Background: an optimization exercise with open tools, aiming at small area and a short achievable clock period. Do not read the settings as production practice.
Where RTL was checked, it was by simulation tests only, not by an equivalence proof against the original.
No activity file was given, so power comes from the tool's default toggle rates.

// irq_ctrl_top
module irq_ctrl_top
(
    input  logic        CLOCK_50,
    input  logic        rst_n_i,
    input  logic        key_valid_i,
    input  logic [7:0]  key_code_i,
    input  logic        psel_i,
    input  logic        penable_i,
    input  logic        pwrite_i,
    input  logic [7:0]  paddr_i,
    input  logic [31:0] pwdata_i,
    output logic [31:0] prdata_o,
    output logic        pready_o,
    output logic        pslverr_o,
    output logic        irq_o
);
Size: about 2,000 cells after synthesis, ~690 flip-flops, about 28,000 um^2 of cells after synthesis.
clock: 5.5 ns
lec_check: 0
cap_margin: 20
core_margin: 2
core_utilization: 65
cts_cluster_diameter: 80
cts_cluster_size: 30
setup_slack_margin: 3.45
slew_margin: 20
standard.sh (not shown) runs the stock make flow with config.mk's settings and CLKGATE_MAP_FILE= SYNTH_SCRIPT=/design/flow/synth_recipe.tcl, a recipe that flattens the netlist after the stock synthesis.
==> flow/flow/run.sh <==
#!/bin/bash
# Standard layout, with plain buffers (not delay cells) on the ports.
set -euo pipefail
bash standard.sh "BUFFER_PORTS_ARGS=-buffer_cell sky130_fd_sc_hd__buf_2" finish > orfs_make.log 2>&1
The baseline passed the timing, DRC and antenna checks.
Change:
SETUP_SLACK_MARGIN = 3.3   (was 3.45)
The changed run finished clean.
Sequential power hardly moves.
Setup slack improves by 0.069 ns.
Global-route usage fell by 1.1 points.
Wire length fell by 4.2%.
No functional check of the RTL was part of any run of this note.

* * *

irq_ctrl_top, a different RTL version from the one above (not shown whole).
For scale: about 1,900 cells after synthesis, roughly 690 flip-flops.
// irq_ctrl_top
module irq_ctrl_top
(
    input  logic        CLOCK_50,
    input  logic        rst_n_i,
    input  logic        key_valid_i,
    input  logic [7:0]  key_code_i,
    input  logic        psel_i,
    input  logic        penable_i,
    input  logic        pwrite_i,
    input  logic [7:0]  paddr_i,
    input  logic [31:0] pwdata_i,
    output logic [31:0] prdata_o,
    output logic        pready_o,
    output logic        pslverr_o,
    output logic        irq_o
);
==> flow/config.mk <==
export PLATFORM = sky130hd
export DESIGN_NAME = irq_ctrl_top
export DESIGN_NICKNAME = irq_ctrl_top
export VERILOG_FILES = /design/flow/design.v
export SDC_FILE = /design/flow/constraint.sdc
export NUM_CORES = 4
export LEC_CHECK = 0
export CAP_MARGIN = 20
export CORE_MARGIN = 2
export CORE_UTILIZATION = 65
export CTS_CLUSTER_DIAMETER = 80
export CTS_CLUSTER_SIZE = 30
export SETUP_SLACK_MARGIN = 3
export SLEW_MARGIN = 20
==> flow/constraint.sdc <==
create_clock -name core_clock -period 5.5 [get_ports {CLOCK_50}]
set_input_delay 1.1000 -clock core_clock [delete_from_list [all_inputs] [get_ports {CLOCK_50}]]
set_output_delay 1.1000 -clock core_clock [all_outputs]
set_load 0.01 [all_outputs]
Scripts as last shown in full above: flow/flow/run.sh
Then changed:
Settings changed: SETUP_SLACK_MARGIN 3 to 3.3.
After rerunning:
- The new run ran to the end with no violations
- global-route usage goes up by 1.2 points
- via count is higher slightly
- die area does not change
- hold slack is about the same
- routed wire length grows by a few percent
- combinational power goes up by a few percent
- worst setup slack improved by 0.11 ns

* * *

JK:
irq_ctrl_top, a different RTL version from the one above (not shown whole).
For scale: roughly 1900 cells after synthesis, ~89 I/O pins, about 28000 um^2 of cells after synthesis.
export LEC_CHECK = 0
export CAP_MARGIN = 20
export CORE_MARGIN = 2
export CORE_UTILIZATION = 65
export CTS_CLUSTER_DIAMETER = 80
export CTS_CLUSTER_SIZE = 30
export SETUP_SLACK_MARGIN = 3.3
export SLEW_MARGIN = 20
export TNS_END_PERCENT = 5
create_clock -name core_clock -period 5.5 [get_ports {CLOCK_50}]
Scripts as last shown in full above: flow/flow/run.sh
The following lists how MS was set up differently from JK:
--- a/flow/config.mk
+++ b/flow/config.mk
@@ -9,3 +9,3 @@
 export CORE_MARGIN = 2
-export CORE_UTILIZATION = 65
+export CORE_UTILIZATION = 55
 export CTS_CLUSTER_DIAMETER = 80
@@ -14,2 +14 @@
 export SLEW_MARGIN = 20
-export TNS_END_PERCENT = 5
### Flow results
MS vs. JK: share of power burned in the clock network went up by 1.9 points. Of JK and MS, the run reporting the higher area growth from synthesis to final layout was MS. Delta (MS minus JK): fraction of area in registers went down, via count of the first global-routing pass moved down, wire length per cell after detailed routing down about 1.4%.
Edits applied to the flow inputs when going from MS to AL:
--- a/flow/config.mk
+++ b/flow/config.mk
@@ -9,3 +9,3 @@
 export CORE_MARGIN = 2
-export CORE_UTILIZATION = 55
+export CORE_UTILIZATION = 65
 export CTS_CLUSTER_DIAMETER = 80
Findings:
Per the final summary, AL finished and its layout is clean on timing, DRC and antenna.
Post-CTS setup-driven buffer insertion count sits lower in AL than in MS.
Going from MS to AL, wire length now smaller; delay of the slowest critical-path stage lost 0.08 ns.
AL vs. MS: number of instances in the placed design went down by 126.
The higher sequential share of layout area of MS and AL is in AL.
AL ends up with higher global routing usage on met1 than MS does.
Re via count: MS was lower than AL.
Summary of AL over MS: data arrival time at the worst-slack endpoint fell 0.08 ns; multi-input logic cell count held.
Inputs modified between AL and TR:
--- a/flow/config.mk
+++ b/flow/config.mk
@@ -9,3 +9,3 @@
 export CORE_MARGIN = 2
-export CORE_UTILIZATION = 65
+export CORE_UTILIZATION = 62
 export CTS_CLUSTER_DIAMETER = 80
Notes after the runs:
Per the comparison of TR with AL, die outline width has increased; power spent charging and discharging nets fell 0.33%; met2 wirelength from detailed routing climbed 3.0%. The lower initial core utilization came out of TR. Total power of TR is lower than that of AL. TR and AL ended up with roughly the same multi-input combinational cell area. Of AL and TR, the run reporting the lower first-pass GRT wire length was AL. Hold slack ends up lower on TR. Area of all sequential standard cells delta (TR -> AL): insignificant. Share of total power in combinational logic, AL and TR, lower one = AL. Compared with AL, floorplan die area in TR increased by a few percent.

* * *

== run A ==
The RTL this note starts from:
==> flow/design.v <==
`timescale 1ns/1ps
package irq_pkg;
    localparam int DATA_W = 32;
    localparam int KEY_W  = 8;
    localparam int ADDR_W = 8;
    localparam int NUM_IRQ_TYPES = 4;
    localparam int TYPE_W        = $clog2(NUM_IRQ_TYPES);
    typedef logic [TYPE_W-1:0] irq_type_t;
    localparam irq_type_t IRQ_TYPE_KEY = irq_type_t'(0);
    typedef struct packed {
        irq_type_t         irq_type;
        logic [DATA_W-1:0] value;
    } irq_entry_t;
    localparam int KEY_FIFO_DEPTH  = 5;
    localparam int IRQ_QUEUE_DEPTH = 10;
    localparam logic [ADDR_W-1:0] REG_CODE_BASE = 8'h00;
    localparam logic [ADDR_W-1:0] REG_STATUS    = 8'h04;
    localparam logic [ADDR_W-1:0] REG_ISR_ADDR  = 8'h08;
    localparam logic [ADDR_W-1:0] REG_ISR_VALUE = 8'h0C;
    localparam logic [ADDR_W-1:0] REG_SW_RAISE  = 8'h10;
    localparam logic [ADDR_W-1:0] REG_EOI       = 8'h14;
    localparam logic [ADDR_W-1:0] REG_VECTOR_0  = 8'h20;
    localparam int STAT_IN_SERVICE = 0;
    localparam int STAT_Q_EMPTY    = 1;
    localparam int STAT_OVERFLOW   = 2;
endpackage
`timescale 1ns/1ps
`timescale 1ns/1ps
`timescale 1ns/1ps
`timescale 1ns/1ps
`timescale 1ns/1ps
module irq_ctrl_top
(
    input  logic        CLOCK_50,
    input  logic        rst_n_i,
    input  logic        key_valid_i,
    input  logic [7:0]  key_code_i,
    input  logic        psel_i,
    input  logic        penable_i,
    input  logic        pwrite_i,
    input  logic [7:0]  paddr_i,
    input  logic [31:0] pwdata_i,
    output logic [31:0] prdata_o,
    output logic        pready_o,
    output logic        pslverr_o,
    output logic        irq_o
);
    localparam int KDEPTH = 5;
    localparam int QDEPTH = 10;
    logic [7:0]  kmem [KDEPTH];
    logic [2:0]  kwp, krp;
    logic [2:0]  kcnt;
    logic        kempty, kfull;
    logic        overflow;
    logic        kw;
    logic [2:0]  kprev;
    logic [31:0] qmem [QDEPTH];
    logic [3:0]  qwp, qrp;
    logic [3:0]  qcnt;
    logic        qempty, qfull;
    logic        d_wait, d_cap;
    logic        irq;
    logic [1:0]  act_type;
    logic [29:0] act_val;
    logic [31:0] code_base;
    logic [31:0] vectors [4];
    logic        sw_req;
    logic [1:0]  sw_type;
    logic [29:0] sw_val;
    logic        w_cb, w_raise, w_eoi;
    logic [3:0]  w_vec;
    logic        err_r;
    logic        stall_r;
    logic [31:0] rdata_r;
    logic [31:0] p_r;
    logic        acc;
    logic        key_wr, key_rd;
    logic        sw_go, blocked;
    logic        q_wr, q_rd;
    logic        wr_raise, eoi;
    logic [31:0] q_in;
    logic [31:0] q_head;
    logic [7:0]  key_byte;
    assign acc = psel_i && penable_i;
    assign key_byte = kmem[kprev];
    assign q_head = qmem[qrp];
    assign key_wr  = key_valid_i && !kfull;
    assign key_rd  = !kw && !qfull && !kempty;
    assign blocked = kw || qfull || !kempty;
    assign sw_go   = sw_req && !blocked;
    assign q_wr    = q_wr_r;
    assign q_in    = kw ? {2'b00, 22'd0, key_byte} : {sw_type, sw_val};
    assign q_rd    = !d_wait && !d_cap && !irq && !qempty;
    assign wr_raise = acc && w_raise && !(sw_req && blocked);
    assign eoi      = acc && w_eoi;
    logic        kempty_n, kfull_n, overflow_n;
    logic        qempty_n, qfull_n;
    logic        kw_n, sw_req_n, irq_n;
    logic        d_wait_n, d_cap_n;
    logic        q_wr_r;
    always_comb
    begin
        kempty_n   = kempty;
        kfull_n    = kfull;
        qempty_n   = qempty;
        qfull_n    = qfull;
        if (key_wr && !key_rd)
        begin
            kempty_n = 1'b0;
            kfull_n  = (kcnt == 3'd4);
        end
        else if (!key_wr && key_rd)
        begin
            kempty_n = (kcnt == 3'd1);
            kfull_n  = 1'b0;
        end
        if (q_wr && !q_rd)
        begin
            qempty_n = 1'b0;
            qfull_n  = (qcnt == 4'd9);
        end
        else if (!q_wr && q_rd)
        begin
            qempty_n = (qcnt == 4'd1);
            qfull_n  = 1'b0;
        end
        overflow_n = overflow || (key_valid_i && kfull);
        kw_n       = key_rd;
        sw_req_n   = wr_raise || (sw_req && !sw_go);
        d_wait_n   = q_rd;
        d_cap_n    = d_wait;
        irq_n      = d_cap || (irq && !eoi);
        if (!rst_n_i)
        begin
            kempty_n   = 1'b1;
            kfull_n    = 1'b0;
            qempty_n   = 1'b1;
            qfull_n    = 1'b0;
            overflow_n = 1'b0;
            kw_n       = 1'b0;
            sw_req_n   = 1'b0;
            d_wait_n   = 1'b0;
            d_cap_n    = 1'b0;
            irq_n      = 1'b0;
        end
    end
    always_ff @(posedge CLOCK_50)
    begin
        kempty   <= kempty_n;
        kfull    <= kfull_n;
        qempty   <= qempty_n;
        qfull    <= qfull_n;
        overflow <= overflow_n;
        kw       <= kw_n;
        sw_req   <= sw_req_n;
        d_wait   <= d_wait_n;
        d_cap    <= d_cap_n;
        irq      <= irq_n;
        q_wr_r   <= !qfull_n && (kw_n || (sw_req_n && kempty_n));
    end
    always_ff @(posedge CLOCK_50)
    begin
        if (!rst_n_i)
        begin
            kwp  <= '0;
            krp  <= '0;
            kcnt <= '0;
            qwp  <= '0;
            qrp  <= '0;
            qcnt <= '0;
        end
        else
        begin
            if (key_wr)
            begin
                kwp <= (kwp == 3'(KDEPTH - 1)) ? '0 : kwp + 1'b1;
            end
            if (key_rd)
            begin
                krp <= (krp == 3'(KDEPTH - 1)) ? '0 : krp + 1'b1;
            end
            if (key_wr != key_rd)
            begin
                kcnt <= key_wr ? kcnt + 1'b1 : kcnt - 1'b1;
            end
            if (q_wr)
            begin
                qwp <= (qwp == 4'(QDEPTH - 1)) ? '0 : qwp + 1'b1;
            end
            if (q_rd)
            begin
                qrp <= (qrp == 4'(QDEPTH - 1)) ? '0 : qrp + 1'b1;
            end
            if (q_wr != q_rd)
            begin
                qcnt <= q_wr ? qcnt + 1'b1 : qcnt - 1'b1;
            end
        end
    end
    always_ff @(posedge CLOCK_50)
    begin
        for (int i = 0; i < KDEPTH; i++)
        begin
            if (key_wr && kwp == 3'(i))
            begin
                kmem[i] <= key_code_i;
            end
        end
        kprev <= krp;
        for (int i = 0; i < QDEPTH; i++)
        begin
            if (q_wr && qwp == 4'(i))
            begin
                qmem[i] <= q_in;
            end
        end
        if (q_rd)
        begin
            act_type <= q_head[31:30];
            act_val  <= q_head[29:0];
        end
        if (wr_raise)
        begin
            sw_type <= pwdata_i[1:0];
            sw_val  <= pwdata_i[31:2];
        end
    end
    logic [31:0] wdata;
    assign wdata = pwdata_i & {32{rst_n_i}};
    logic [31:0] cb_n;
    assign cb_n = (!rst_n_i || (acc && w_cb)) ? wdata : code_base;
    always_ff @(posedge CLOCK_50)
    begin
        code_base <= cb_n;
        for (int i = 0; i < 4; i++)
        begin
            if (!rst_n_i || (acc && w_vec[i]))
            begin
                vectors[i] <= wdata;
            end
        end
    end
    logic        a_vec, a_ok;
    logic [31:0] isr_addr;
    logic [31:0] rdata_n;
    assign a_vec = (paddr_i[7:4] == 4'h2) && (paddr_i[1:0] == 2'b00);
    assign a_ok  = a_vec || ((paddr_i[7:5] == 3'b000) && (paddr_i[1:0] == 2'b00)
                             && (paddr_i[4:2] <= 3'd5));
    logic [31:0] vsel_n;
    assign vsel_n = (acc && w_vec[act_type]) ? pwdata_i : vectors[act_type];
    always_ff @(posedge CLOCK_50)
    begin
        p_r <= cb_n ^ vsel_n;
    end
    logic [31:0] kg [6];
    logic [31:0] kp [6];
    assign kg[0] = code_base & ~p_r;
    assign kp[0] = p_r;
    for (genvar l = 0; l < 5; l++)
    begin : g_ks
        for (genvar i = 0; i < 32; i++)
        begin : g_bit
            if (i >= (1 << l))
            begin : g_op
                assign kg[l+1][i] = kg[l][i] | (kp[l][i] & kg[l][i-(1<<l)]);
                assign kp[l+1][i] = kp[l][i] & kp[l][i-(1<<l)];
            end
            else
            begin : g_pass
                assign kg[l+1][i] = kg[l][i];
                assign kp[l+1][i] = kp[l][i];
            end
        end
    end
    assign isr_addr = p_r ^ {kg[5][30:0], 1'b0};
    logic        s_cb, s_st, s_isr, s_av;
    logic [3:0]  s_v;
    assign s_cb  = !paddr_i[5] && !paddr_i[4] && (paddr_i[3:2] == 2'd0);
    assign s_st  = !paddr_i[5] && !paddr_i[4] && (paddr_i[3:2] == 2'd1);
    assign s_isr = !paddr_i[5] && !paddr_i[4] && (paddr_i[3:2] == 2'd2);
    assign s_av  = !paddr_i[5] && !paddr_i[4] && (paddr_i[3:2] == 2'd3);
    for (genvar i = 0; i < 4; i++)
    begin : g_sv
        assign s_v[i] = paddr_i[5] && (paddr_i[3:2] == 2'(i));
    end
    always_comb
    begin
        rdata_n = ({32{s_cb}}  & code_base)
                | ({32{s_st}}  & {29'd0, overflow_n, qempty_n, irq_n})
                | ({32{s_isr}} & isr_addr)
                | ({32{s_av}}  & {2'b00, act_val});
        for (int i = 0; i < 4; i++)
        begin
            rdata_n = rdata_n | ({32{s_v[i]}} & vectors[i]);
        end
    end
    always_ff @(posedge CLOCK_50)
    begin
        w_cb    <= pwrite_i && (paddr_i == 8'h00);
        w_raise <= pwrite_i && (paddr_i == 8'h10);
        w_eoi   <= pwrite_i && (paddr_i == 8'h14);
        for (int i = 0; i < 4; i++)
        begin
            w_vec[i] <= pwrite_i && a_vec && (paddr_i[3:2] == 2'(i));
        end
        err_r   <= !a_ok;
        stall_r <= pwrite_i && (paddr_i == 8'h10) && sw_req_n
                   && (kw_n || qfull_n || !kempty_n);
        rdata_r <= rdata_n;
    end
    assign prdata_o  = rdata_r;
    assign pready_o  = !stall_r;
    assign pslverr_o = err_r;
    assign irq_o     = irq;
endmodule
export LEC_CHECK = 0
export CAP_MARGIN = 20
export CORE_MARGIN = 2
export CORE_UTILIZATION = 60
export CTS_CLUSTER_DIAMETER = 80
export CTS_CLUSTER_SIZE = 30
export SETUP_SLACK_MARGIN = 3.3
export SLEW_MARGIN = 20
create_clock -name core_clock -period 5.5 [get_ports {CLOCK_50}]
==> flow/flow/run.sh <==
#!/bin/bash
# Standard layout, with small plain buffers (not delay cells) on the ports.
set -euo pipefail
bash standard.sh "BUFFER_PORTS_ARGS=-buffer_cell sky130_fd_sc_hd__buf_1" finish > orfs_make.log 2>&1
Per the final summary, run A finished and its layout is clean on timing, DRC and antenna.
[inputs] run B vs run A
- changing CORE_UTILIZATION from 60 to 65
- changing SETUP_SLACK_MARGIN from 3.3 to 3.4
==> flow/flow/run.sh <==
#!/bin/bash
# Standard layout, with plain buffers (not delay cells) on the ports.
set -euo pipefail
bash standard.sh "BUFFER_PORTS_ARGS=-buffer_cell sky130_fd_sc_hd__buf_2" finish > orfs_make.log 2>&1
Run B ended with every stage complete and zero timing, DRC or antenna violations. Run B: worst hold slack is 0.0099 ns higher than what run A reported. Placed cell count, run B vs run A: down by a few percent. Changes observed in run B relative to run A: worst setup slack went up by 0.081 ns; wire length held; total area of multi-input combinational cells climbed about 1.5%; leakage power figure rose about 2.2%.
The following lists how run C was set up differently from run B:
- CORE_UTILIZATION changed from 65 to 60
- SETUP_SLACK_MARGIN changed from 3.4 to 3.25
## What came out
All of run C and run B finish clean.
Compared to run B, the router laid down less metal wire for run C.
Taking run B as the reference, in run C via count now smaller, time the final worst path needs with I/O delays and setup now larger, all-layer global routing usage now smaller, number of search-and-repair iterations in the first detailed-routing pass now smaller, gate count after technology mapping comparable.
Total stage count of the critical path: run C > run B

## afterwards: timing with drivers on the ports
How much do the figures lean on ideal ports? The routed layouts below were timed once more, with nothing changed but the port constraints.
Step 1: set_driving_cell puts a clkbuf_16 on CLOCK_50 and a buf_2 on each other input, an assumption about the parent block.
Step 2 times the ports against the registers' clock, not the clock port: input delays grow and output delays shrink by t, the midpoint of the rising clock arrivals with the driver on.
Three values: no drivers, after step 1, after step 2; two values: the first two.
| run | t (ns) | slack for setup (ns) | hold WS [ns] | worst setup path at the end | worst data-port slew with drivers (ns) |
|---|---|---|---|---|---|
| the first run of note 1 | 0.703 | 3.126 / 3.126 / 2.795 | 0.388 / 0.388 / 0.388 | input to register | 0.11 |
| the second run of note 1 | 0.633 | 3.195 / 3.195 / 2.619 | 0.387 / 0.387 / 0.387 | input to register | 0.12 |
| the first run of note 2 | 0.696 | 3.011 / 3.011 / 2.382 | 0.384 / 0.384 / 0.384 | input to register | 0.09 |
| the second run of note 2 | 0.651 | 3.118 / 2.967 / 2.315 | 0.382 / 0.382 / 0.382 | input to register | 0.25 |
| JK | 0.683 | 3.164 / 3.121 / 2.534 | 0.401 / 0.401 / 0.401 | input to register | 0.07 |
| MS | 0.641 | 3.263 / 3.258 / 2.655 | 0.390 / 0.390 / 0.390 | input to register | 0.22 |
| AL | 0.629 | 3.310 / 3.265 / 2.752 | 0.388 / 0.388 / 0.388 | input to register | 0.08 |
| TR | 0.673 | 3.246 / 3.227 / 2.681 | 0.380 / 0.380 / 0.380 | input to register | 0.05 |
| run A | 0.623 | 3.191 / 3.191 / 2.766 | 0.381 / 0.381 / 0.381 | input to register | 0.20 |
| run B | 0.675 | 3.272 / 3.213 / 2.736 | 0.391 / 0.391 / 0.391 | input to register | 0.12 |
| run C | 0.682 | 3.268 / 3.208 / 2.652 | 0.388 / 0.388 / 0.388 | input to register | 0.11 |
After both steps setup and hold are still met in every run listed. For the second run of note 2, which loses most, drivers alone change the setup slack by -0.151 ns; drivers and shift together by -0.803 ns.
